Background: an optimization exercise with open tools, aiming at small area and few clock cycles per item. Do not read the settings as production practice.
Function was checked by simulation only, so behaviour that the tests miss may differ from the original.

## v6
Design note_hue_to_rgb_colour, start of the top module:
module note_hue_to_rgb_colour (
	input  logic                          clk,
	input  logic                          arst_n,
	input  logic                          psel,
	input  logic                          penable,
	input  logic                          pwrite,
	input  logic [2:0]                    paddr,
	input  logic [31:0]                   pwdata,
	output logic [31:0]                   prdata,
	output logic                          pready,
	input  logic                          note_valid,
	output logic                          note_ready,
	input  logic [nhc_pkg::NOTE_W-1:0]    note_number,
	input  logic [nhc_pkg::CHAN_W-1:0]    saturation,
	input  logic [nhc_pkg::CHAN_W-1:0]    brightness,
	input  logic [nhc_pkg::CHAN_W-1:0]    opacity,
	output logic                          rgb_valid,
	input  logic                          rgb_ready,
	output logic [nhc_pkg::CHAN_W-1:0]    red,
	output logic [nhc_pkg::CHAN_W-1:0]    green,
	output logic [nhc_pkg::CHAN_W-1:0]    blue,
	output logic [nhc_pkg::CHAN_W-1:0]    alpha_out
);
Size: about 1200 cells after synthesis, about 140 I/O pins, about 0.015 mm² of cells after synthesis.
export LEC_CHECK = 0
export ABC_AREA = 1
export CAP_MARGIN = 20
export CORE_MARGIN = 2
export CORE_UTILIZATION = 40
export CTS_BUF_LIST = sky130_fd_sc_hd__clkbuf_8
export SLEW_MARGIN = 20
create_clock -name core_clock -period 17.0 [get_ports {clk}]
standard.sh (not shown) runs the stock make flow with config.mk's settings and CLKGATE_MAP_FILE= SYNTH_SCRIPT=/design/flow/synth_recipe.tcl, a recipe that flattens the netlist after the stock synthesis.
==> flow/flow/run.sh <==
#!/bin/bash
# Layout: the standard flow (standard.sh), with these changes
#  - synthesis: yosys synth without its early abc pass (SYNTH_ARGS=-noabc), so that the full
#    adders are extracted from the arithmetic as written, and the final abc mapping uses
#    flow/abc_small.script (area only). Registers are inferred and mapped as in the standard
#    synthesis, which also runs here; each register then takes the instance name the standard
#    synthesis gave the register driving the same net (flow/names.py).
#  - port buffers are buf_1 cells; clock tree without dummy loads; one tie cell per constant
# Each tool's output goes to a log in this folder.
set -euo pipefail
here=$(pwd)
res=orfs/results/sky130hd/note_hue_to_rgb_colour/base
# 1. the standard synthesis (register names)
bash standard.sh synth > standard_synth.log 2>&1
cp $res/1_2_yosys.v standard_1_2_yosys.v
# 2. our synthesis, in its own work folder
{ cat flow/synth.tcl; tail -n +2 synth_recipe.tcl; } > my_synth.tcl
sed -e "s#SYNTH_SCRIPT=[^ ]*#SYNTH_SCRIPT=$here/my_synth.tcl#" -e "s#WORK_HOME=[^ ]*#WORK_HOME=$here/orfs_my#" standard.sh > my_synth.sh
SYNTH_ARGS="-noabc" FLOW_ABC_SCRIPT="$here/flow/abc_small.script" bash my_synth.sh synth > my_synth.log 2>&1
python3 flow/names.py standard_1_2_yosys.v orfs_my/results/sky130hd/note_hue_to_rgb_colour/base/1_2_yosys.v our_1_2_yosys.v > names.log 2>&1
# 3. the rest of the standard flow on our netlist
cp our_1_2_yosys.v $res/1_2_yosys.v
rm -f $res/1_synth.odb $res/1_synth.sdc
touch $res/1_2_yosys.v
export BUFFER_PORTS_ARGS="-buffer_cell sky130_fd_sc_hd__buf_1"
export CTS_ARGS="-sink_clustering_enable -repair_clock_nets -buf_list sky130_fd_sc_hd__clkbuf_8 -dont_use_dummy_load -sink_clustering_size 25 -sink_clustering_max_diameter 80"
export SKIP_REPAIR_TIE_FANOUT=1
bash standard.sh > standard.log 2>&1
Other scripts of this flow, unchanged in this note and not shown: flow/flow/abc_small.script, flow/flow/names.py, flow/flow/synth.tcl
Testbench counts of v6, summed over its fixed seeds: cycles 16,448, items 16,384.
diff inputs: v6 => v7
diff --git a/flow/flow/run.sh b/flow/flow/run.sh
--- a/flow/flow/run.sh
+++ b/flow/flow/run.sh
@@ -24,5 +24,5 @@
 touch $res/1_2_yosys.v
 export BUFFER_PORTS_ARGS="-buffer_cell sky130_fd_sc_hd__buf_1"
-export CTS_ARGS="-sink_clustering_enable -repair_clock_nets -buf_list sky130_fd_sc_hd__clkbuf_8 -dont_use_dummy_load -sink_clustering_size 25 -sink_clustering_max_diameter 80"
+export CTS_ARGS="-sink_clustering_enable -repair_clock_nets -buf_list sky130_fd_sc_hd__clkbuf_8 -dont_use_dummy_load"
 export SKIP_REPAIR_TIE_FANOUT=1
 bash standard.sh > standard.log 2>&1
Findings:
Re met3 capacity usage during global routing: no difference whatsoever between v6 and v7. Compared v6 against v7; final wirelength within noise. v7 went all the way through synthesis, placement and routing and the layout is clean on timing, DRC and antenna. On area growth from synthesis to layout, v7 tracks v6 almost exactly. From v7 to v6, layout multi-input combinational cell count did not move at all.


== job 1090 ==
Another version of the RTL of note_hue_to_rgb_colour (not shown whole).
Size: ~1,400 cells after synthesis, roughly 180 flip-flops, roughly 140 I/O pins, ~16,000 um2 of cells after synthesis.
Design note_hue_to_rgb_colour, start of the top module:
module note_hue_to_rgb_colour (
	input  logic                          clk,
	input  logic                          arst_n,
	input  logic                          psel,
	input  logic                          penable,
	input  logic                          pwrite,
	input  logic [2:0]                    paddr,
	input  logic [31:0]                   pwdata,
	output logic [31:0]                   prdata,
	output logic                          pready,
	input  logic                          note_valid,
	output logic                          note_ready,
	input  logic [nhc_pkg::NOTE_W-1:0]    note_number,
	input  logic [nhc_pkg::CHAN_W-1:0]    saturation,
	input  logic [nhc_pkg::CHAN_W-1:0]    brightness,
	input  logic [nhc_pkg::CHAN_W-1:0]    opacity,
	output logic                          rgb_valid,
	input  logic                          rgb_ready,
	output logic [nhc_pkg::CHAN_W-1:0]    red,
	output logic [nhc_pkg::CHAN_W-1:0]    green,
	output logic [nhc_pkg::CHAN_W-1:0]    blue,
	output logic [nhc_pkg::CHAN_W-1:0]    alpha_out
);
	logic [7:0] seg;
	logic       seg_zero;
	assign pready = 1'b1;
	assign prdata = (paddr[2] || seg_zero) ? 32'd0 : {24'd0, seg};
	always_ff @(posedge clk or negedge arst_n) begin
		if (!arst_n) begin
			seg      <= nhc_pkg::SEG_RESET;
			seg_zero <= 1'b0;
		end else if (psel && penable && pwrite && !paddr[2]) begin
			seg      <= {pwdata[7:1], pwdata[0] | (pwdata[7:0] == 8'd0)};
			seg_zero <= (pwdata[7:0] == 8'd0);
		end
	end
	logic [4:1] vld, ld;
	assign ld[1] = !vld[1] || ld[2];
	assign ld[2] = !vld[2] || ld[3];
	assign ld[3] = !vld[3] || ld[4];
	assign ld[4] = !vld[4] || rgb_ready;
	assign note_ready = ld[1];
	assign rgb_valid  = vld[4];
	always_ff @(posedge clk or negedge arst_n) begin
		if (!arst_n) begin
			vld <= '0;
		end else begin
  ...
clock: 17.0 ns
lec_check: 0
cap_margin: 20
core_margin: 2
core_utilization: 40
slew_margin: 20
run.sh (not shown) runs the stock make flow with config.mk's settings and CLKGATE_MAP_FILE= SYNTH_SCRIPT=/design/flow/synth_recipe.tcl, a recipe that flattens the netlist after the stock synthesis.
Stock flow here: none of the scripts above is used.
Job 1090 closes out successfully: all stages finished, all timing, DRC and antenna checks passed.
Testbench counts of job 1090, summed over its fixed seeds: cycles 16,448, items 16,384.
Input changes introduced in job 4337 (baseline for comparison: job 1090):
==> flow/flow/run.sh (new file) <==
#!/bin/bash
# the standard flow, with two changes: synthesis skips the early abc pass of yosys's synth
# (the full adders are extracted from the design as written), and port buffers use buf_1
export SYNTH_ARGS="-noabc"
export BUFFER_PORTS_ARGS="-buffer_cell sky130_fd_sc_hd__buf_1"
bash standard.sh > standard.log 2>&1
==> flow/standard.sh (new file) <==
#!/bin/bash
# synth_recipe.tcl (not shown) runs the flow's synth.tcl, then flattens the netlist and writes it again
# the make line also repeats each setting of config.mk as NAME=value (left out here)
make -C /OpenROAD-flow-scripts/flow DESIGN_CONFIG=/design/flow/config.mk WORK_HOME=/design/flow/orfs CLKGATE_MAP_FILE= SYNTH_SCRIPT=/design/flow/synth_recipe.tcl "${@:-finish}"
diff --git a/flow/config.mk b/flow/config.mk
--- a/flow/config.mk
+++ b/flow/config.mk
@@ -7,0 +8 @@
+export ABC_AREA = 1
removed: flow/run.sh
## What came out
Between job 4337 and job 1090, it is job 4337 whose instance count of the mapped netlist is higher, by 14. Most common cell after layout, fill and taps aside = fa_1: job 4337; most common cell after layout, fill and taps aside = inv_1: job 1090. Job 4337 ended up with a lower worst setup slack for register-to-register paths than job 1090 did.
diff inputs: job 4337 => job 1182
==> flow/flow/run.sh <==
#!/bin/bash
# lay out with the standard flow, port buffers of the smallest buffer cell
export BUFFER_PORTS_ARGS="-buffer_cell sky130_fd_sc_hd__buf_1"
bash standard.sh > standard.log 2>&1
diff --git a/flow/config.mk b/flow/config.mk
--- a/flow/config.mk
+++ b/flow/config.mk
@@ -8 +7,0 @@
-export ABC_AREA = 1
### Flow results
- Going from job 4337 to job 1182, ratio of routed vias to standard cells grew slightly.
- Job 1182 — final cell area excluding filler cells about 4.7% higher, job 4337 as reference
- Cmp job 4337 and job 1182 / total number of multi-input combinational cells / lower: job 1182

## separate check: timing with driven ports
How much do the figures lean on ideal ports? The routed layouts below were timed once more, with nothing changed but the port constraints.
Step 1 assumes that a clkbuf_16 drives the clock port and a buf_2 every other input.
Step 2 also shifts input and output timing later by t, the mid clock arrival at the registers, as if the neighbouring blocks saw the same clock.
Slacks: no drivers / after step 1 / after step 2; pairs: no drivers / after step 1.
run | shift t [ns] | slack for setup (ns) | worst setup path at the end | clock arrival spread, ns
v6 | 0.522 | 0.763 / 0.763 / 0.305 | input to register | 0.049 / 0.048
v7 | 0.522 | 0.763 / 0.763 / 0.305 | input to register | 0.049 / 0.048
job 1090 | 0.487 | 0.836 / 0.836 / 0.742 | input to register | 0.010 / 0.010
job 4337 | 0.495 | 0.756 / 0.756 / 0.649 | input to register | 0.010 / 0.010
job 1182 | 0.498 | 0.917 / 0.917 / 0.917 | register to register | 0.013 / 0.013
After both steps setup and hold are still met in every run listed.
